Context: an optimization exercise on an open-source flow, tuned for small area, a short achievable clock period and few clock cycles. The choices shown serve that exercise and are no tape-out recipe. Function was checked by simulation only, so behaviour that the tests miss may differ from the original.

## flow/design.v (module list and top-level ports; edited modules follow where they fit)
// module csp_sqsum: 3309 lines
// module closest_segment_projector: 449 lines
// module csp_top: 43 lines
module csp_top (
	input  logic        clk,
	input  logic        arst_n,
	input  logic        item_valid,
	output logic        item_stall,
	input  logic [1:0]  item_action,
	input  logic [31:0] item_px,
	input  logic [31:0] item_py,
	output logic        result_valid,
	input  logic        result_stall,
	output logic        result_empty_error,
	output logic [15:0] result_closest_index,
	output logic [15:0] result_neighbour_index,
	output logic [31:0] result_closest_x,
	output logic [31:0] result_closest_y,
	output logic [31:0] result_neighbour_x,
	output logic [31:0] result_neighbour_y,
	output logic [31:0] result_ratio_u,
	output logic [31:0] result_projected_x,
	output logic [31:0] result_projected_y
);
  // ...
==> flow/flow/run.sh <==
#!/bin/bash
set -o pipefail
bash standard.sh SETUP_SLACK_MARGIN=7 finish > std_flow.log 2>&1
==> flow/standard.sh <==
#!/bin/bash
# synth_recipe.tcl (not shown) runs the flow's synth.tcl, then flattens the netlist and writes it again
# the make line also repeats each setting of config.mk as NAME=value (left out here)
make -C /OpenROAD-flow-scripts/flow DESIGN_CONFIG=/design/flow/config.mk WORK_HOME=/design/flow/orfs CLKGATE_MAP_FILE= SYNTH_SCRIPT=/design/flow/synth_recipe.tcl "${@:-finish}"
==> flow/config.mk <==
export PLATFORM = sky130hd
export DESIGN_NAME = csp_top
export DESIGN_NICKNAME = csp_top
export VERILOG_FILES = /design/flow/design.v
export SDC_FILE = /design/flow/constraint.sdc
export NUM_CORES = 4
export LEC_CHECK = 0
export CAP_MARGIN = 20
export CORE_MARGIN = 2
export CORE_UTILIZATION = 50
export SETUP_SLACK_MARGIN = 5
export SLEW_MARGIN = 20
==> flow/constraint.sdc <==
create_clock -name core_clock -period 14.0 [get_ports {clk}]
set_input_delay 2.8000 -clock core_clock [delete_from_list [all_inputs] [get_ports {clk}]]
set_output_delay 2.8000 -clock core_clock [all_outputs]
set_load 0.01 [all_outputs]
==> metrics.cfg, run 1 <==
[cts]
clk_pin_slew_ns=0.06
clockBufferDepth=4
clockRootBuffer=clkbuf_16
clock_sinks=1894
cts_resized=939

[timing]
maxSlewViolCount=0
finalHoldWorstSlack_ns=0.340
setup_viol=0
setup_total_negative_slack_ns=0

[synthesis]
synth_nets=19900
synthXorXnorAreaFrac=0.0388
synth_top_area_frac=0.245
async_flop_share=0.0523

[hold_path]
holdCritStartpoint=u_csp.in_y[14]$_DFFE_PP_

[route]
post-route-drc-count=0
vias=134000

[grt]
top_usage_layer=met1
grt_first_pass_wirelength_mm=842
grt_util_met2=0.485

[cells_and_area]
area_growth_pct=19.9
largest_cell_class=multi-input combinational cells
seq_cells=1894
seq-cell-share=0.263

[status]
outcome=finished clean

[worst_setup_path]
cp-end-kind=flip-flop
crit_required_ns=14.63

Testbench counts, summed over its fixed seeds: cycles 5,300.
==> module closest_segment_projector, before the edit <==
module closest_segment_projector (
	input  logic        clk,
	input  logic        arst_n,
	input  logic        item_valid,
	output logic        item_stall,
	input  logic [1:0]  item_action,
	input  logic [31:0] item_px,
	input  logic [31:0] item_py,
	output logic        result_valid,
	input  logic        result_stall,
	output logic        res_e,
	output logic [15:0] res_ci,
	output logic [15:0] res_ni,
	output logic [31:0] res_cx,
	output logic [31:0] res_cy,
	output logic [31:0] res_nx,
	output logic [31:0] res_ny,
	output logic [31:0] res_u,
	output logic [31:0] res_px,
	output logic [31:0] res_py
);
	localparam logic [16:0] PATH_MAX = 17'd65536;
	localparam logic [2:0] K_NONE = 3'd0;
	localparam logic [2:0] K_PT   = 3'd1;    
	localparam logic [2:0] K_END  = 3'd2;    
	localparam logic [2:0] K_DEN  = 3'd3;    
	localparam logic [2:0] K_RDEN = 3'd4;    
	localparam logic [2:0] K_RDA  = 3'd5;    
	localparam logic [2:0] K_RDB  = 3'd6;    
	localparam logic [1:0] P_EMPTY = 2'd0;
	localparam logic [1:0] P_RDA   = 2'd1;
	localparam logic [1:0] P_RDB   = 2'd2;
	localparam logic [1:0] P_RDEN  = 2'd3;
	localparam logic [2:0] E_IDLE = 3'd0;
	localparam logic [2:0] E_DIV  = 3'd2;
	localparam logic [2:0] E_F    = 3'd3;
	logic        in_v;
	logic [1:0]  in_act;
	logic [31:0] in_x, in_y;
	logic [32:0] in_vx, in_vy;
	logic [31:0] qx, qy;
	logic        started, qchg, hold_q;
	logic [2:0]  s2_kind;
	logic [64:0] s2_s, s2_c;
	logic [31:0] s2_x, s2_y;
	logic        s2_bad;
	logic [32:0] evx, evy;
	logic [31:0] ax, ay, bx, by;
	logic [64:0] da, db;
	logic [16:0] cnt;
	logic        cnt_z, cnt_ge2, cnt_max;    
	logic        minf, pflag;
	logic        pend;
	logic [1:0]  pstep;
	logic [2:0]  est;
	logic        res_v;
	logic [31:0] jcx, jcy, jnx, jny;
	logic [15:0] jci, jni;
	logic        qv;
	logic [31:0] qcx, qcy, qnx, qny;
	logic [15:0] qci, qni;
	logic [64:0] qden;
	logic [65:0] qmag;
	logic        qneg;
	logic        sh_go;
	logic eng_idle, eng_free, eng_soon, f_go;
	assign eng_idle = (est == E_IDLE) && !res_v;
	assign eng_free = (est == E_IDLE) || (est == E_F && !res_v);
	assign f_go     = (est == E_F) && (!res_v || !result_stall);
	assign sh_go    = qv && ((est == E_IDLE) || f_go);
	logic [64:0] d2;
	logic        gt_a, gt_b;
	logic [65:0] nmag;
	logic        nsgn;
	logic        s2_pt_live;
	function automatic logic gt3(input logic [64:0] a, input logic [64:0] b, input logic [64:0] d);
		logic [65:0] x, y;
		logic [66:0] t;
		x = {1'b0, a} ^ {1'b0, b} ^ ~{1'b0, d};
		y = ({1'b0, a} & {1'b0, b}) | ({1'b0, a} & ~{1'b0, d}) | ({1'b0, b} & ~{1'b0, d});
		t = {1'b0, x} + {y, 1'b0};
		gt3 = t[66];
	endfunction
	function automatic logic [66:0] add4(input logic [66:0] a, input logic [66:0] b,
	                                     input logic [66:0] c, input logic [66:0] d,
	                                     input logic [2:0] k);
		logic [66:0] x1, y1, x2, y2;
		x1 = a ^ b ^ c;
		y1 = {((a & b) | (a & c) | (b & c)), k[1]};
		x2 = x1 ^ y1 ^ d;
		y2 = {((x1 & y1) | (x1 & d) | (y1 & d)), k[0]};
		add4 = x2 + y2 + {66'd0, k[2]};
	endfunction
	always_comb begin
		logic [66:0] es, ec, ea, eb, pn, nn;
		es   = {2'b00, s2_s};
		ec   = {2'b00, s2_c};
		ea   = {2'b00, da};
		eb   = {2'b00, db};
		d2   = s2_s + s2_c;
		gt_a = gt3(s2_s, s2_c, da);
		gt_b = gt3(s2_s, s2_c, db);
		pn   = add4(es, ec, ea, ~eb, 3'b001);           
		nn   = add4(~es, ~ec, ~ea, eb, 3'b111);         
		nsgn = pn[66];
		nmag = pn[66] ? nn[65:0] : pn[65:0];
		s2_pt_live = (s2_kind == K_PT) && !minf && !cnt_max;
	end
	logic s2_end, fast, empty_now, cap_now, go_slow, steal, hold, in_pe, adv, take;
	logic [2:0] steal_k;
	always_comb begin
		s2_end    = (s2_kind == K_END);
		fast      = s2_end && !s2_bad && !hold_q && !cnt_z && (!qv || eng_soon);
		empty_now = eng_idle && !qv && ((s2_end && cnt_z) || (pend && pstep == P_EMPTY));
		cap_now   = (s2_kind == K_DEN) || ((s2_kind == K_RDEN) && pend && (!qv || eng_free));
		go_slow   = s2_end && !fast && !empty_now;
		steal     = fast || (pend && pstep != P_EMPTY && !cap_now);
		case (pstep)
			P_RDA:   steal_k = K_RDA;
			P_RDB:   steal_k = K_RDB;
			P_RDEN:  steal_k = K_RDEN;
			default: steal_k = K_NONE;
		endcase
		if (fast) steal_k = K_DEN;
		hold      = go_slow || (pend && !cap_now && !empty_now);
		in_pe     = in_v && (in_act == 2'd1 || in_act == 2'd2);
		adv       = in_pe && !steal && !hold;
		item_stall = hold_q || (in_pe && !adv);
		take      = item_valid && !item_stall;
	end
	logic [2:0]  s1_kind;
	logic [32:0] tvx, tvy;
	logic [64:0] sq_s, sq_c;
	always_comb begin
		if (steal) s1_kind = steal_k;
		else if (adv) s1_kind = (in_act == 2'd1) ? K_PT : K_END;
		else s1_kind = K_NONE;
		tvx = steal ? evx : in_vx;
		tvy = steal ? evy : in_vy;
	end
	csp_sqsum u_sq (.a(tvx), .b(tvy), .s(sq_s), .c(sq_c));
	logic        ev_load;
	logic [31:0] e1x, e1y, e2x, e2y;
	always_comb begin
		ev_load = 1'b1;
		if (adv && in_act == 2'd2) begin
			e1x = ax; e1y = ay;
			e2x = s2_pt_live ? s2_x : bx;
			e2y = s2_pt_live ? s2_y : by;
		end else if (go_slow && hold_q) begin
			e1x = ax; e1y = ay; e2x = qx; e2y = qy;
		end else if (pend && pstep == P_RDA) begin
			e1x = bx; e1y = by; e2x = qx; e2y = qy;
		end else begin
			ev_load = go_slow || (pend && pstep == P_RDB);
			e1x = ax; e1y = ay; e2x = bx; e2y = by;
		end
	end
	logic [64:0] den;
	logic [66:0] den3;   
	logic [65:0] rem;    
	logic        neg, sat, first;
	logic signed [32:0] sdx, sdy;
	logic [33:0] lq;
	logic [4:0]  dcnt;
	logic signed [65:0] accx, accy;
	assign eng_soon = eng_free || (est == E_DIV && dcnt == 5'd1 && !res_v);
	function automatic logic [6:0] bitlen66(input logic [65:0] v);
		logic [6:0] r;
		r = '0;
		for (int i = 0; i < 66; i++) if (v[i]) r = 7'(i + 1);
		bitlen66 = r;
	endfunction
	function automatic logic [31:0] sat32(input logic signed [50:0] v);
		logic [31:0] r;
		if (v > 51'sh7FFF_FFFF) r = 32'h7FFF_FFFF;
		else if (v < -51'sh8000_0000) r = 32'h8000_0000;
		else r = v[31:0];
		sat32 = r;
	endfunction
	logic [65:0]  amag;
	logic [6:0]   bl_a, bl_den;
	logic [7:0]   s_est;
	logic [5:0]   s_st;
	logic [112:0] z;
	logic signed [32:0] sdx_n, sdy_n;
	always_comb begin
		amag   = qmag;
		bl_a   = bitlen66(amag);
		bl_den = bitlen66({1'b0, qden});
		s_est  = {1'b0, bl_a} + 8'd15 - {1'b0, bl_den};
		if (s_est[7]) s_st = 6'd0;                     
		else if (s_est > 8'd31) s_st = 6'd32;
		else s_st = s_est[5:0] + {5'd0, s_est[0]};    
		z = {47'd0, amag} << (7'd47 - {1'b0, s_st});
		if (qneg) begin
			sdx_n = {qcx[31], qcx} - {qnx[31], qnx};
			sdy_n = {qcy[31], qcy} - {qny[31], qny};
		end else begin
			sdx_n = {qnx[31], qnx} - {qcx[31], qcx};
			sdy_n = {qny[31], qny} - {qcy[31], qcy};
		end
	end
	logic [66:0] tq;
	logic [67:0] u1, u2, u3;
	logic        c1, c2, c3, g1, g2;
	logic [64:0] r2;
	always_comb begin
		tq = {rem[64:0], lq[33], lq[32]};
		u1 = {1'b0, tq} - {3'b000, den};
		u2 = {1'b0, tq} - {2'b00, den, 1'b0};
		u3 = {1'b0, tq} - {1'b0, den3};
		c1 = !u1[67];
		c2 = !u2[67];
		c3 = !u3[67];
		g1 = c2;
		g2 = c3 || (c1 && !c2);
		if (c3) r2 = u3[64:0];
		else if (c2) r2 = u2[64:0];
		else if (c1) r2 = u1[64:0];
		else r2 = tq[64:0];
	end
	logic [31:0] q0;
	logic        rb_eff;
	logic [1:0]  m;
	logic signed [66:0] fx, fy;
	logic [31:0] u_val;
	always_comb begin
		logic signed [66:0] x1, x2, x3, y1, y2, y3;
		logic [15:0] rcx, rcy;
		q0     = lq[32:1];
		rb_eff = lq[0] && !(!neg && q0 == 32'h7FFF_FFFF);
		m      = {1'b0, lq[1]} + {1'b0, rb_eff};
		rcx    = (sdx[32] ? 16'h7FFF : 16'h8000) + {15'd0, sat && !neg};
		rcy    = (sdy[32] ? 16'h7FFF : 16'h8000) + {15'd0, sat && !neg};
		if (est == E_F) begin
			x1 = $signed({{19{jcx[31]}}, jcx, rcx});
			y1 = $signed({{19{jcy[31]}}, jcy, rcy});
			if (sat) begin
				x2 = 67'(sdx) <<< 31;
				x3 = neg ? 67'sd0 : ~(67'(sdx));
				y2 = 67'(sdy) <<< 31;
				y3 = neg ? 67'sd0 : ~(67'(sdy));
			end else begin
				x2 = 67'(accx) <<< 1;
				x3 = m[1] ? (67'(sdx) <<< 1) : m[0] ? 67'(sdx) : 67'sd0;
				y2 = 67'(accy) <<< 1;
				y3 = m[1] ? (67'(sdy) <<< 1) : m[0] ? 67'(sdy) : 67'sd0;
			end
		end else begin
			x1 = lq[1] ? (67'(sdx) <<< 1) : 67'sd0;
			x2 = 67'(accx) <<< 2;
			x3 = lq[0] ? 67'(sdx) : 67'sd0;
			y1 = lq[1] ? (67'(sdy) <<< 1) : 67'sd0;
			y2 = 67'(accy) <<< 2;
			y3 = lq[0] ? 67'(sdy) : 67'sd0;
		end
		fx = x1 + x2 + x3;
		fy = y1 + y2 + y3;
		if (sat) u_val = neg ? 32'h8000_0000 : 32'h7FFF_FFFF;
		else     u_val = (neg ? ~q0 : q0) + {31'd0, (neg ? !rb_eff : rb_eff)};
	end
	always_ff @(posedge clk or negedge arst_n) begin
		if (!arst_n) begin
			in_v    <= 1'b0;
			qx      <= '0;
			qy      <= '0;
			started <= 1'b0;
			qchg    <= 1'b0;
			hold_q  <= 1'b0;
			s2_kind <= K_NONE;
			cnt     <= '0;
			cnt_z   <= 1'b1;
			cnt_ge2 <= 1'b0;
			cnt_max <= 1'b0;
			minf    <= 1'b0;
			pend    <= 1'b0;
			pstep   <= P_EMPTY;
			est     <= E_IDLE;
			res_v   <= 1'b0;
			qv      <= 1'b0;
		end else begin
			if (take) in_v <= 1'b1;
			else if (!in_pe || adv) in_v <= 1'b0;
			if (take) begin
				case (item_action)
					2'd0: begin
						qx <= item_px;
						qy <= item_py;
						if (started) qchg <= 1'b1;
					end
					2'd1: started <= 1'b1;
					2'd2: begin
						started <= 1'b0;
						qchg    <= 1'b0;
						if (qchg) hold_q <= 1'b1;
					end
					default: ;
				endcase
			end
			s2_kind <= s1_kind;
			if (s2_pt_live) begin
				if (cnt_z) begin
					cnt   <= 17'd1;
					cnt_z <= 1'b0;
				end else if (gt_a) begin
					minf <= 1'b1;
				end else begin
					cnt     <= cnt + 17'd1;
					cnt_ge2 <= 1'b1;
					cnt_max <= (cnt == PATH_MAX - 17'd1);
				end
			end
			if (cap_now || empty_now) begin
				cnt     <= '0;
				cnt_z   <= 1'b1;
				cnt_ge2 <= 1'b0;
				cnt_max <= 1'b0;
				minf    <= 1'b0;
				hold_q  <= 1'b0;
			end
			if (cap_now || empty_now) begin
				pend <= 1'b0;
			end else if (go_slow) begin
				pend <= 1'b1;
				if (cnt_z) pstep <= P_EMPTY;
				else if (hold_q) pstep <= P_RDA;
				else pstep <= P_RDEN;
			end else if (pend && pstep == P_RDA) begin
				pstep <= P_RDB;
			end else if (pend && pstep == P_RDB) begin
				pstep <= P_RDEN;
			end
			case (est)
				E_IDLE: if (sh_go) est <= (qden == '0) ? E_F : E_DIV;
				E_DIV:  if (dcnt == 5'd1) est <= E_F;
				E_F:    if (f_go) est <= !sh_go ? E_IDLE : (qden == '0) ? E_F : E_DIV;
				default: est <= E_IDLE;
			endcase
			if (cap_now) qv <= 1'b1;
			else if (sh_go) qv <= 1'b0;
			if (f_go || empty_now) res_v <= 1'b1;
			else if (res_v && !result_stall) res_v <= 1'b0;
		end
	end
	always_ff @(posedge clk) begin
		if (take) begin
			in_act <= item_action;
			in_x   <= item_px;
			in_y   <= item_py;
			in_vx  <= {item_px[31], item_px} - {qx[31], qx};
			in_vy  <= {item_py[31], item_py} - {qy[31], qy};
		end
		s2_s   <= sq_s;
		s2_c   <= sq_c;
		s2_x   <= in_x;
		s2_y   <= in_y;
		s2_bad <= s2_pt_live && (cnt_z || (gt_a && cnt_ge2 && gt_b));
		if (ev_load) begin
			evx <= {e1x[31], e1x} - {e2x[31], e2x};
			evy <= {e1y[31], e1y} - {e2y[31], e2y};
		end
		if (s2_pt_live) begin
			if (cnt_z) begin
				ax <= s2_x; ay <= s2_y; da <= d2;
				bx <= s2_x; by <= s2_y; db <= d2;
			end else if (gt_a) begin
				pflag <= !(cnt_ge2 && gt_b);
				if (!(cnt_ge2 && gt_b)) begin
					bx <= s2_x; by <= s2_y; db <= d2;
				end
			end else begin
				bx <= ax; by <= ay; db <= da;
				ax <= s2_x; ay <= s2_y; da <= d2;
			end
		end
		if (s2_kind == K_RDA) da <= d2;
		if (s2_kind == K_RDB) db <= d2;
		if (cap_now) begin
			qcx  <= ax;
			qcy  <= ay;
			qnx  <= bx;
			qny  <= by;
			qci  <= 16'(cnt - 17'd1);
			if (minf) qni <= pflag ? cnt[15:0] : 16'(cnt - 17'd2);
			else      qni <= cnt_ge2 ? 16'(cnt - 17'd2) : 16'(cnt - 17'd1);
			qden <= d2;
			qmag <= nmag;
			qneg <= nsgn;
		end
		if (sh_go) begin
			jcx   <= qcx;
			jcy   <= qcy;
			jnx   <= qnx;
			jny   <= qny;
			jci   <= qci;
			jni   <= qni;
			den   <= qden;
			neg   <= qneg && (qden != '0);
			den3  <= {2'b00, qden} + {1'b0, qden, 1'b0};
			sdx   <= sdx_n;
			sdy   <= sdy_n;
			rem   <= z[97:33];
			lq    <= (qden == '0) ? {1'b0, 32'h0001_0000, 1'b0} : {z[32:0], 1'b0};
			dcnt  <= 5'(({1'b0, s_st} + 7'd2) >> 1);
			accx  <= '0;
			accy  <= '0;
			sat   <= 1'b0;
			first <= (s_st == 6'd32);
		end
		if (empty_now) begin
			res_e  <= 1'b1;
			res_ci <= '0;
			res_ni <= '0;
			res_cx <= '0;
			res_cy <= '0;
			res_nx <= '0;
			res_ny <= '0;
			res_u  <= '0;
			res_px <= '0;
			res_py <= '0;
		end
		case (est)
			E_DIV: begin
				rem   <= {1'b0, r2};
				lq    <= {lq[31:0], g1, g2};
				dcnt  <= dcnt - 5'd1;
				accx  <= fx[65:0];
				accy  <= fy[65:0];
				first <= 1'b0;
				if (first && c1) sat <= 1'b1;
			end
			E_F: if (f_go) begin
				res_e  <= 1'b0;
				res_ci <= jci;
				res_ni <= jni;
				res_cx <= jcx;
				res_cy <= jcy;
				res_nx <= jnx;
				res_ny <= jny;
				res_u  <= u_val;
				res_px <= sat32(fx[66:16]);
				res_py <= sat32(fy[66:16]);
			end
			default: ;
		endcase
	end
	assign result_valid = res_v;
endmodule
==> run 2, diff against run 1 <==
--- a/flow/design.v
+++ b/flow/design.v
@@ -3314,2 +3314,262 @@
 endmodule
+module csp_bitlen (
+	input  logic [65:0] v,
+	output logic [6:0]  bl
+);
+	wire lv1_0 = v[1] | v[0];
+	wire lp1_0 = v[1];
+	wire lv1_1 = v[3] | v[2];
+	wire lp1_1 = v[3];
+	wire lv1_2 = v[5] | v[4];
+	wire lp1_2 = v[5];
+	wire lv1_3 = v[7] | v[6];
+	wire lp1_3 = v[7];
+	wire lv1_4 = v[9] | v[8];
+	wire lp1_4 = v[9];
+	wire lv1_5 = v[11] | v[10];
+	wire lp1_5 = v[11];
+	wire lv1_6 = v[13] | v[12];
+	wire lp1_6 = v[13];
+	wire lv1_7 = v[15] | v[14];
+	wire lp1_7 = v[15];
+	wire lv1_8 = v[17] | v[16];
+	wire lp1_8 = v[17];
+	wire lv1_9 = v[19] | v[18];
+	wire lp1_9 = v[19];
+	wire lv1_10 = v[21] | v[20];
+	wire lp1_10 = v[21];
+	wire lv1_11 = v[23] | v[22];
+	wire lp1_11 = v[23];
+	wire lv1_12 = v[25] | v[24];
+	wire lp1_12 = v[25];
+	wire lv1_13 = v[27] | v[26];
+	wire lp1_13 = v[27];
+	wire lv1_14 = v[29] | v[28];
+	wire lp1_14 = v[29];
+	wire lv1_15 = v[31] | v[30];
+	wire lp1_15 = v[31];
+	wire lv1_16 = v[33] | v[32];
+	wire lp1_16 = v[33];
+	wire lv1_17 = v[35] | v[34];
+	wire lp1_17 = v[35];
+	wire lv1_18 = v[37] | v[36];
+	wire lp1_18 = v[37];
+	wire lv1_19 = v[39] | v[38];
+	wire lp1_19 = v[39];
+	wire lv1_20 = v[41] | v[40];
+	wire lp1_20 = v[41];
+	wire lv1_21 = v[43] | v[42];
+	wire lp1_21 = v[43];
+	wire lv1_22 = v[45] | v[44];
+	wire lp1_22 = v[45];
+	wire lv1_23 = v[47] | v[46];
+	wire lp1_23 = v[47];
+	wire lv1_24 = v[49] | v[48];
+	wire lp1_24 = v[49];
+	wire lv1_25 = v[51] | v[50];
+	wire lp1_25 = v[51];
+	wire lv1_26 = v[53] | v[52];
+	wire lp1_26 = v[53];
+	wire lv1_27 = v[55] | v[54];
+	wire lp1_27 = v[55];
+	wire lv1_28 = v[57] | v[56];
+	wire lp1_28 = v[57];
+	wire lv1_29 = v[59] | v[58];
+	wire lp1_29 = v[59];
+	wire lv1_30 = v[61] | v[60];
+	wire lp1_30 = v[61];
+	wire lv1_31 = v[63] | v[62];
+	wire lp1_31 = v[63];
+	wire lv1_32 = v[65] | v[64];
+	wire lp1_32 = v[65];
+	wire lv1_33 = 1'b0 | 1'b0;
+	wire lp1_33 = 1'b0;
+	wire lv1_34 = 1'b0 | 1'b0;
+	wire lp1_34 = 1'b0;
+	wire lv1_35 = 1'b0 | 1'b0;
+	wire lp1_35 = 1'b0;
+	wire lv1_36 = 1'b0 | 1'b0;
+	wire lp1_36 = 1'b0;
+	wire lv1_37 = 1'b0 | 1'b0;
+	wire lp1_37 = 1'b0;
+	wire lv1_38 = 1'b0 | 1'b0;
+	wire lp1_38 = 1'b0;
+	wire lv1_39 = 1'b0 | 1'b0;
+	wire lp1_39 = 1'b0;
+	wire lv1_40 = 1'b0 | 1'b0;
+	wire lp1_40 = 1'b0;
+	wire lv1_41 = 1'b0 | 1'b0;
+	wire lp1_41 = 1'b0;
+	wire lv1_42 = 1'b0 | 1'b0;
+	wire lp1_42 = 1'b0;
+	wire lv1_43 = 1'b0 | 1'b0;
+	wire lp1_43 = 1'b0;
+	wire lv1_44 = 1'b0 | 1'b0;
+	wire lp1_44 = 1'b0;
+	wire lv1_45 = 1'b0 | 1'b0;
+	wire lp1_45 = 1'b0;
+	wire lv1_46 = 1'b0 | 1'b0;
+	wire lp1_46 = 1'b0;
+	wire lv1_47 = 1'b0 | 1'b0;
+	wire lp1_47 = 1'b0;
+	wire lv1_48 = 1'b0 | 1'b0;
+	wire lp1_48 = 1'b0;
+	wire lv1_49 = 1'b0 | 1'b0;
+	wire lp1_49 = 1'b0;
+	wire lv1_50 = 1'b0 | 1'b0;
+	wire lp1_50 = 1'b0;
+	wire lv1_51 = 1'b0 | 1'b0;
+	wire lp1_51 = 1'b0;
+	wire lv1_52 = 1'b0 | 1'b0;
+	wire lp1_52 = 1'b0;
+	wire lv1_53 = 1'b0 | 1'b0;
+	wire lp1_53 = 1'b0;
+	wire lv1_54 = 1'b0 | 1'b0;
+	wire lp1_54 = 1'b0;
+	wire lv1_55 = 1'b0 | 1'b0;
+	wire lp1_55 = 1'b0;
+	wire lv1_56 = 1'b0 | 1'b0;
+	wire lp1_56 = 1'b0;
+	wire lv1_57 = 1'b0 | 1'b0;
+	wire lp1_57 = 1'b0;
+	wire lv1_58 = 1'b0 | 1'b0;
+	wire lp1_58 = 1'b0;
+	wire lv1_59 = 1'b0 | 1'b0;
+	wire lp1_59 = 1'b0;
+	wire lv1_60 = 1'b0 | 1'b0;
+	wire lp1_60 = 1'b0;
+	wire lv1_61 = 1'b0 | 1'b0;
+	wire lp1_61 = 1'b0;
+	wire lv1_62 = 1'b0 | 1'b0;
+	wire lp1_62 = 1'b0;
+	wire lv1_63 = 1'b0 | 1'b0;
+	wire lp1_63 = 1'b0;
+	wire lv2_0 = lv1_1 | lv1_0;
+	wire [1:0] lp2_0 = lv1_1 ? {1'b1, lp1_1} : {1'b0, lp1_0};
+	wire lv2_1 = lv1_3 | lv1_2;
+	wire [1:0] lp2_1 = lv1_3 ? {1'b1, lp1_3} : {1'b0, lp1_2};
+	wire lv2_2 = lv1_5 | lv1_4;
+	wire [1:0] lp2_2 = lv1_5 ? {1'b1, lp1_5} : {1'b0, lp1_4};
+	wire lv2_3 = lv1_7 | lv1_6;
+	wire [1:0] lp2_3 = lv1_7 ? {1'b1, lp1_7} : {1'b0, lp1_6};
+	wire lv2_4 = lv1_9 | lv1_8;
+	wire [1:0] lp2_4 = lv1_9 ? {1'b1, lp1_9} : {1'b0, lp1_8};
+	wire lv2_5 = lv1_11 | lv1_10;
+	wire [1:0] lp2_5 = lv1_11 ? {1'b1, lp1_11} : {1'b0, lp1_10};
+	wire lv2_6 = lv1_13 | lv1_12;
+	wire [1:0] lp2_6 = lv1_13 ? {1'b1, lp1_13} : {1'b0, lp1_12};
+	wire lv2_7 = lv1_15 | lv1_14;
+	wire [1:0] lp2_7 = lv1_15 ? {1'b1, lp1_15} : {1'b0, lp1_14};
+	wire lv2_8 = lv1_17 | lv1_16;
+	wire [1:0] lp2_8 = lv1_17 ? {1'b1, lp1_17} : {1'b0, lp1_16};
+	wire lv2_9 = lv1_19 | lv1_18;
+	wire [1:0] lp2_9 = lv1_19 ? {1'b1, lp1_19} : {1'b0, lp1_18};
+	wire lv2_10 = lv1_21 | lv1_20;
+	wire [1:0] lp2_10 = lv1_21 ? {1'b1, lp1_21} : {1'b0, lp1_20};
+	wire lv2_11 = lv1_23 | lv1_22;
+	wire [1:0] lp2_11 = lv1_23 ? {1'b1, lp1_23} : {1'b0, lp1_22};
+	wire lv2_12 = lv1_25 | lv1_24;
+	wire [1:0] lp2_12 = lv1_25 ? {1'b1, lp1_25} : {1'b0, lp1_24};
+	wire lv2_13 = lv1_27 | lv1_26;
+	wire [1:0] lp2_13 = lv1_27 ? {1'b1, lp1_27} : {1'b0, lp1_26};
+	wire lv2_14 = lv1_29 | lv1_28;
+	wire [1:0] lp2_14 = lv1_29 ? {1'b1, lp1_29} : {1'b0, lp1_28};
+	wire lv2_15 = lv1_31 | lv1_30;
+	wire [1:0] lp2_15 = lv1_31 ? {1'b1, lp1_31} : {1'b0, lp1_30};
+	wire lv2_16 = lv1_33 | lv1_32;
+	wire [1:0] lp2_16 = lv1_33 ? {1'b1, lp1_33} : {1'b0, lp1_32};
+	wire lv2_17 = lv1_35 | lv1_34;
+	wire [1:0] lp2_17 = lv1_35 ? {1'b1, lp1_35} : {1'b0, lp1_34};
+	wire lv2_18 = lv1_37 | lv1_36;
+	wire [1:0] lp2_18 = lv1_37 ? {1'b1, lp1_37} : {1'b0, lp1_36};
+	wire lv2_19 = lv1_39 | lv1_38;
+	wire [1:0] lp2_19 = lv1_39 ? {1'b1, lp1_39} : {1'b0, lp1_38};
+	wire lv2_20 = lv1_41 | lv1_40;
+	wire [1:0] lp2_20 = lv1_41 ? {1'b1, lp1_41} : {1'b0, lp1_40};
+	wire lv2_21 = lv1_43 | lv1_42;
+	wire [1:0] lp2_21 = lv1_43 ? {1'b1, lp1_43} : {1'b0, lp1_42};
+	wire lv2_22 = lv1_45 | lv1_44;
+	wire [1:0] lp2_22 = lv1_45 ? {1'b1, lp1_45} : {1'b0, lp1_44};
+	wire lv2_23 = lv1_47 | lv1_46;
+	wire [1:0] lp2_23 = lv1_47 ? {1'b1, lp1_47} : {1'b0, lp1_46};
+	wire lv2_24 = lv1_49 | lv1_48;
+	wire [1:0] lp2_24 = lv1_49 ? {1'b1, lp1_49} : {1'b0, lp1_48};
+	wire lv2_25 = lv1_51 | lv1_50;
+	wire [1:0] lp2_25 = lv1_51 ? {1'b1, lp1_51} : {1'b0, lp1_50};
+	wire lv2_26 = lv1_53 | lv1_52;
+	wire [1:0] lp2_26 = lv1_53 ? {1'b1, lp1_53} : {1'b0, lp1_52};
+	wire lv2_27 = lv1_55 | lv1_54;
+	wire [1:0] lp2_27 = lv1_55 ? {1'b1, lp1_55} : {1'b0, lp1_54};
+	wire lv2_28 = lv1_57 | lv1_56;
+	wire [1:0] lp2_28 = lv1_57 ? {1'b1, lp1_57} : {1'b0, lp1_56};
+	wire lv2_29 = lv1_59 | lv1_58;
+	wire [1:0] lp2_29 = lv1_59 ? {1'b1, lp1_59} : {1'b0, lp1_58};
+	wire lv2_30 = lv1_61 | lv1_60;
+	wire [1:0] lp2_30 = lv1_61 ? {1'b1, lp1_61} : {1'b0, lp1_60};
+	wire lv2_31 = lv1_63 | lv1_62;
+	wire [1:0] lp2_31 = lv1_63 ? {1'b1, lp1_63} : {1'b0, lp1_62};
+	wire lv3_0 = lv2_1 | lv2_0;
+	wire [2:0] lp3_0 = lv2_1 ? {1'b1, lp2_1} : {1'b0, lp2_0};
+	wire lv3_1 = lv2_3 | lv2_2;
+	wire [2:0] lp3_1 = lv2_3 ? {1'b1, lp2_3} : {1'b0, lp2_2};
+	wire lv3_2 = lv2_5 | lv2_4;
+	wire [2:0] lp3_2 = lv2_5 ? {1'b1, lp2_5} : {1'b0, lp2_4};
+	wire lv3_3 = lv2_7 | lv2_6;
+	wire [2:0] lp3_3 = lv2_7 ? {1'b1, lp2_7} : {1'b0, lp2_6};
+	wire lv3_4 = lv2_9 | lv2_8;
+	wire [2:0] lp3_4 = lv2_9 ? {1'b1, lp2_9} : {1'b0, lp2_8};
+	wire lv3_5 = lv2_11 | lv2_10;
+	wire [2:0] lp3_5 = lv2_11 ? {1'b1, lp2_11} : {1'b0, lp2_10};
+	wire lv3_6 = lv2_13 | lv2_12;
+	wire [2:0] lp3_6 = lv2_13 ? {1'b1, lp2_13} : {1'b0, lp2_12};
+	wire lv3_7 = lv2_15 | lv2_14;
+	wire [2:0] lp3_7 = lv2_15 ? {1'b1, lp2_15} : {1'b0, lp2_14};
+	wire lv3_8 = lv2_17 | lv2_16;
+	wire [2:0] lp3_8 = lv2_17 ? {1'b1, lp2_17} : {1'b0, lp2_16};
+	wire lv3_9 = lv2_19 | lv2_18;
+	wire [2:0] lp3_9 = lv2_19 ? {1'b1, lp2_19} : {1'b0, lp2_18};
+	wire lv3_10 = lv2_21 | lv2_20;
+	wire [2:0] lp3_10 = lv2_21 ? {1'b1, lp2_21} : {1'b0, lp2_20};
+	wire lv3_11 = lv2_23 | lv2_22;
+	wire [2:0] lp3_11 = lv2_23 ? {1'b1, lp2_23} : {1'b0, lp2_22};
+	wire lv3_12 = lv2_25 | lv2_24;
+	wire [2:0] lp3_12 = lv2_25 ? {1'b1, lp2_25} : {1'b0, lp2_24};
+	wire lv3_13 = lv2_27 | lv2_26;
+	wire [2:0] lp3_13 = lv2_27 ? {1'b1, lp2_27} : {1'b0, lp2_26};
+	wire lv3_14 = lv2_29 | lv2_28;
+	wire [2:0] lp3_14 = lv2_29 ? {1'b1, lp2_29} : {1'b0, lp2_28};
+	wire lv3_15 = lv2_31 | lv2_30;
+	wire [2:0] lp3_15 = lv2_31 ? {1'b1, lp2_31} : {1'b0, lp2_30};
+	wire lv4_0 = lv3_1 | lv3_0;
+	wire [3:0] lp4_0 = lv3_1 ? {1'b1, lp3_1} : {1'b0, lp3_0};
+	wire lv4_1 = lv3_3 | lv3_2;
+	wire [3:0] lp4_1 = lv3_3 ? {1'b1, lp3_3} : {1'b0, lp3_2};
+	wire lv4_2 = lv3_5 | lv3_4;
+	wire [3:0] lp4_2 = lv3_5 ? {1'b1, lp3_5} : {1'b0, lp3_4};
+	wire lv4_3 = lv3_7 | lv3_6;
+	wire [3:0] lp4_3 = lv3_7 ? {1'b1, lp3_7} : {1'b0, lp3_6};
+	wire lv4_4 = lv3_9 | lv3_8;
+	wire [3:0] lp4_4 = lv3_9 ? {1'b1, lp3_9} : {1'b0, lp3_8};
+	wire lv4_5 = lv3_11 | lv3_10;
+	wire [3:0] lp4_5 = lv3_11 ? {1'b1, lp3_11} : {1'b0, lp3_10};
+	wire lv4_6 = lv3_13 | lv3_12;
+	wire [3:0] lp4_6 = lv3_13 ? {1'b1, lp3_13} : {1'b0, lp3_12};
+	wire lv4_7 = lv3_15 | lv3_14;
+	wire [3:0] lp4_7 = lv3_15 ? {1'b1, lp3_15} : {1'b0, lp3_14};
+	wire lv5_0 = lv4_1 | lv4_0;
+	wire [4:0] lp5_0 = lv4_1 ? {1'b1, lp4_1} : {1'b0, lp4_0};
+	wire lv5_1 = lv4_3 | lv4_2;
+	wire [4:0] lp5_1 = lv4_3 ? {1'b1, lp4_3} : {1'b0, lp4_2};
+	wire lv5_2 = lv4_5 | lv4_4;
+	wire [4:0] lp5_2 = lv4_5 ? {1'b1, lp4_5} : {1'b0, lp4_4};
+	wire lv5_3 = lv4_7 | lv4_6;
+	wire [4:0] lp5_3 = lv4_7 ? {1'b1, lp4_7} : {1'b0, lp4_6};
+	wire lv6_0 = lv5_1 | lv5_0;
+	wire [5:0] lp6_0 = lv5_1 ? {1'b1, lp5_1} : {1'b0, lp5_0};
+	wire lv6_1 = lv5_3 | lv5_2;
+	wire [5:0] lp6_1 = lv5_3 ? {1'b1, lp5_3} : {1'b0, lp5_2};
+	wire lv7_0 = lv6_1 | lv6_0;
+	wire [6:0] lp7_0 = lv6_1 ? {1'b1, lp6_1} : {1'b0, lp6_0};
+	assign bl = lv7_0 ? (lp7_0 + 7'd1) : 7'd0;
+endmodule
 module closest_segment_projector (
@@ -3481,13 +3741,6 @@
 	assign eng_soon = eng_free || (est == E_DIV && dcnt == 5'd1 && !res_v);
-	function automatic logic [6:0] bitlen66(input logic [65:0] v);
-		logic [6:0] r;
-		r = '0;
-		for (int i = 0; i < 66; i++) if (v[i]) r = 7'(i + 1);
-		bitlen66 = r;
-	endfunction
-	function automatic logic [31:0] sat32(input logic signed [50:0] v);
+	function automatic logic [31:0] sat32(input logic [50:0] v);
 		logic [31:0] r;
-		if (v > 51'sh7FFF_FFFF) r = 32'h7FFF_FFFF;
-		else if (v < -51'sh8000_0000) r = 32'h8000_0000;
-		else r = v[31:0];
+		if (&v[50:31] || !(|v[50:31])) r = v[31:0];
+		else r = v[50] ? 32'h8000_0000 : 32'h7FFF_FFFF;
 		sat32 = r;
@@ -3500,6 +3753,6 @@
 	logic signed [32:0] sdx_n, sdy_n;
+	csp_bitlen u_bl_a (.v(qmag), .bl(bl_a));
+	csp_bitlen u_bl_d (.v({1'b0, qden}), .bl(bl_den));
 	always_comb begin
 		amag   = qmag;
-		bl_a   = bitlen66(amag);
-		bl_den = bitlen66({1'b0, qden});
 		s_est  = {1'b0, bl_a} + 8'd15 - {1'b0, bl_den};
==> flow/flow/run.sh (replaced) <==
#!/bin/bash
set -o pipefail
bash standard.sh SETUP_SLACK_MARGIN=8 finish > std_flow.log 2>&1
==> metrics.cfg, run 2 <==
[worst_setup_path]
critPathMaxStageDelay_ns=0.57
cp_top_family=adder cells
cp.depth=23
path_common_cell=fa_2
cp-end-kind=flip-flop
r2r_start=u_csp.est[0]$_DFFE_PN0P_
crit_path_max_fanout=7
cp_slowest_cell=fa_2
worstReg2RegEnd=u_csp.s2_s[32]$_DFF_P_
worst_setup_path_start_kind=flip-flop
path_class=flip-flop to flip-flop
cp.buffers_inverters=6
arrival_ns=8.49
r2r_cells=23
cp_cell_sequence=or2_4 > o211a_4 > or4_4 > nand3_4 > o21bai_4 > nand2_8 > buf_12 > buf_16 > buf_16 > mux2i_4 > ha_4 > or2_4 > fa_2 > inv_2 > fa_2 > inv_2 > fa_2 > fa_1 > fa_1 > fa_2 > fa_1 > inv_2 > fa_2
crit_required_ns=14.82  ; +0.19 ns
r2r_slack_ns=6.33

[cells_and_area]
nets=21400
largest_reg_flops=67
regMostFlops=u_csp.den3
area_growth_pct=22.5
final_cell_mix=2037 x inv_1, 1537 x nor2_1, 1343 x edfxtp_1
final_util=0.616
drive_gt1_frac=0.193
mostFrequentLayoutCell=inv_1

[cts]
clockRootBuffer=clkbuf_16
clk_pin_slew_ns=0.07  ; about the same
clock_sinks=1894  ; unchanged
cts_tree=built
clockBufferDepth=4  ; unchanged
cts_buffers=220
ctsHoldBuffers=0
clk_latency_ns=1.00
cts.htree.levels=4

[die]
die_h_um=584
fp.dieW_um=584
placement_rows=212
fp.coreArea_um2=334000
io-pin-count=329
dieArea_um2=341000
initial_utilization=0.503

[route]
postRouteWirelength_mm=661
wl_per_cell_um=28.4
viasPerCell=6.17
drt-pass1-iter-count=9
initialDrtViolationCount=16100
vias=144000  ; +6.8%
drtAntennaViolNets=0
post-route-drc-count=0  ; unchanged

[synthesis]
seq_area_frac_synth=0.309
netlist_area_um2=168000
async_flop_share=0.0523  ; unchanged
ys_types=102
ys.warnings.count=1
synth_nets=20500  ; +2.9%
yosys-top-cells-area=edfxtp_1 24%, fa_1 16%, ha_1 9.7%
ys_ff_latch=1894
synth_cells=17800
synth_edf_count=1343
postSynthAreaPerCell_um2=9.45
synth_largest_area_cell=edfxtp_1
synth_top_area_frac=0.240  ; -0.00536
ys.flop_type=edfxtp_1
yosysMostFrequentCell=inv_1
synth.top_cells.by_count=2167 x inv_1, 1656 x nor2_1, 1360 x fa_1

[job]
max_cap_violations=0

[grt]
antenna_found_initial=48
first_global_vias=139000
gr-total-overflow=0
grt_first_pass_wirelength_mm=945  ; +12%
grt_max_degree=139
track_usage=0.375

[placed_design]
place_hpwl_mm=470
gp_congestion=1.01
portBuffers=328

[hold_path]
holdCritStartpoint=u_csp.in_y[4]$_DFFE_PP_
whs_path_depth=0
min_path_type=flip-flop to flip-flop
min_to=u_csp.s2_y[4]$_DFF_P_

[timing]
setup_total_negative_slack_ns=0  ; unchanged
relSlewSlack=0.182
setup_viol=0  ; unchanged
fmax_mhz=130
period_minus_slack_ns=7.67
worst_pin_slew_ns=1.21
rsz0062_at_grt=true
maxSlewViolCount=0  ; unchanged
fin_skew_ns=0.135
hold_viol_final=0
period_share=0.548

[status]
outcome=finished clean

## run 2: cell types whose count changed in the layout (fill, tap and decap cells not counted), moves of 69 or more
cell | previous run | this run
a21o_1 | 392 | 519
a21oi_1 | 1059 | 1162
buf_6 | 125 | 246
fa_1 | 1270 | 1154
mux2_2 | 137 | 264
nand2b_1 | 194 | 123
nor2_1 | 1657 | 1537
o21a_1 | 171 | 102
o21ai_0 | 972 | 826
o21bai_1 | 133 | 221
xor2_1 | 242 | 322
## run 2: layout make-up
type | count | area (µm²)
clock buffers | 267 | 5970
diodes | 18 | 45.0
clock inverters | 141 | 1650
repair inverters | 1 | 16.3
multi-input cells | 12900 | 115000
repair buffers | 1491 | 17300
fillers | 27700 | 128000
well taps | 4387 | 5490
flip-flops and latches | 1894 | 51900
inverters | 2172 | 8270
## run 2: worst max-delay path by stage
stage | start | endpoint | slack (ns)
floorplan | result_stall | u_csp.den3[0]$_DFFE_PP_ | 5.05
global placement | u_csp.est[1]$_DFFE_PN0P_ | u_csp.s2_s[31]$_DFF_P_ | 4.33
detailed placement | u_csp.est[1]$_DFFE_PN0P_ | u_csp.s2_s[31]$_DFF_P_ | 4.22
CTS | u_csp.est[1]$_DFFE_PN0P_ | u_csp.s2_s[32]$_DFF_P_ | 6.44
global route | u_csp.est[0]$_DFFE_PN0P_ | u_csp.s2_s[33]$_DFF_P_ | 6.29
finish | u_csp.est[0]$_DFFE_PN0P_ | u_csp.s2_s[32]$_DFF_P_ | 6.33
## run 2: metrics by stage
step	setup slack, ns	hold WS [ns]	cell area (µm²)	cells
2_1_floorplan	5.05	0.323	168000	17800
3_5_place_dp	4.22	0.327	176000	21900
6_report	6.33	0.326	206000	23300
5_1_grt	6.29	0.330	206000	23300
3_3_place_gp	4.33	0.323	175000	21900
4_1_cts	6.44	0.333	200000	23000
## run 2: logic make-up after synthesis
| group | synth area share |
|---|---|
| AO/OA/AOI/OAI | 0.160 |
| XOR/XNOR | 0.0445 |
| adder cells (fa/ha/maj) | 0.259 |
| buffers and inverters | 0.0674 |
| flip-flops | 0.309 |
| multiplexers | 0.0406 |
| AND/OR/NAND/NOR | 0.120 |
## run 2: routing by layer
| metal | global-route usage | part of all wire | up-vias |
|---|---|---|---|
| met3 | 0.0771 | 0.10 | 1855 |
| met4 | 0.185 | 0.065 | 20 |
| met5 | 0 | 0.00022 | - |
| met1 | 0.512 | 0.40 | 71200 |
| li1 | - | - | 63000 |
| met2 | 0.568 | 0.43 | 7585 |
## run 2: timing repair
item / in CTS / in global routing
gates resized for setup: 1999 / 909
buffers inserted: 639 / 247
pin swaps: 672 / 581
gates cloned: 102 / 15
setup endpoints to repair: 886 / 661
Testbench counts of run 2, summed over its fixed seeds: cycles 5,300.

==> re-timing with driven ports <==
The results above use ideal ports. As a check the final layouts listed here were re-extracted and re-timed, cells and wires unchanged.
Step 1: set_driving_cell puts a clkbuf_16 on clk and a buf_2 on each other input, an assumption about the parent block.
Step 2, shift: input delay + t, output delay - t, t = (earliest + latest rising clock arrival at the registers) / 2. This alone moves slack from input paths to output paths.
a / b / c = ideal / step 1 / step 2; a / b = the first two.
run | t, ns | setup slack, ns | clock arrival spread, ns
run 1 | 1.042 | 5.889 / 5.889 / 5.889 | 0.128 / 0.128
run 2 | 1.035 | 6.331 / 6.331 / 6.331 | 0.135 / 0.135
After both steps every run listed still meets setup and hold.
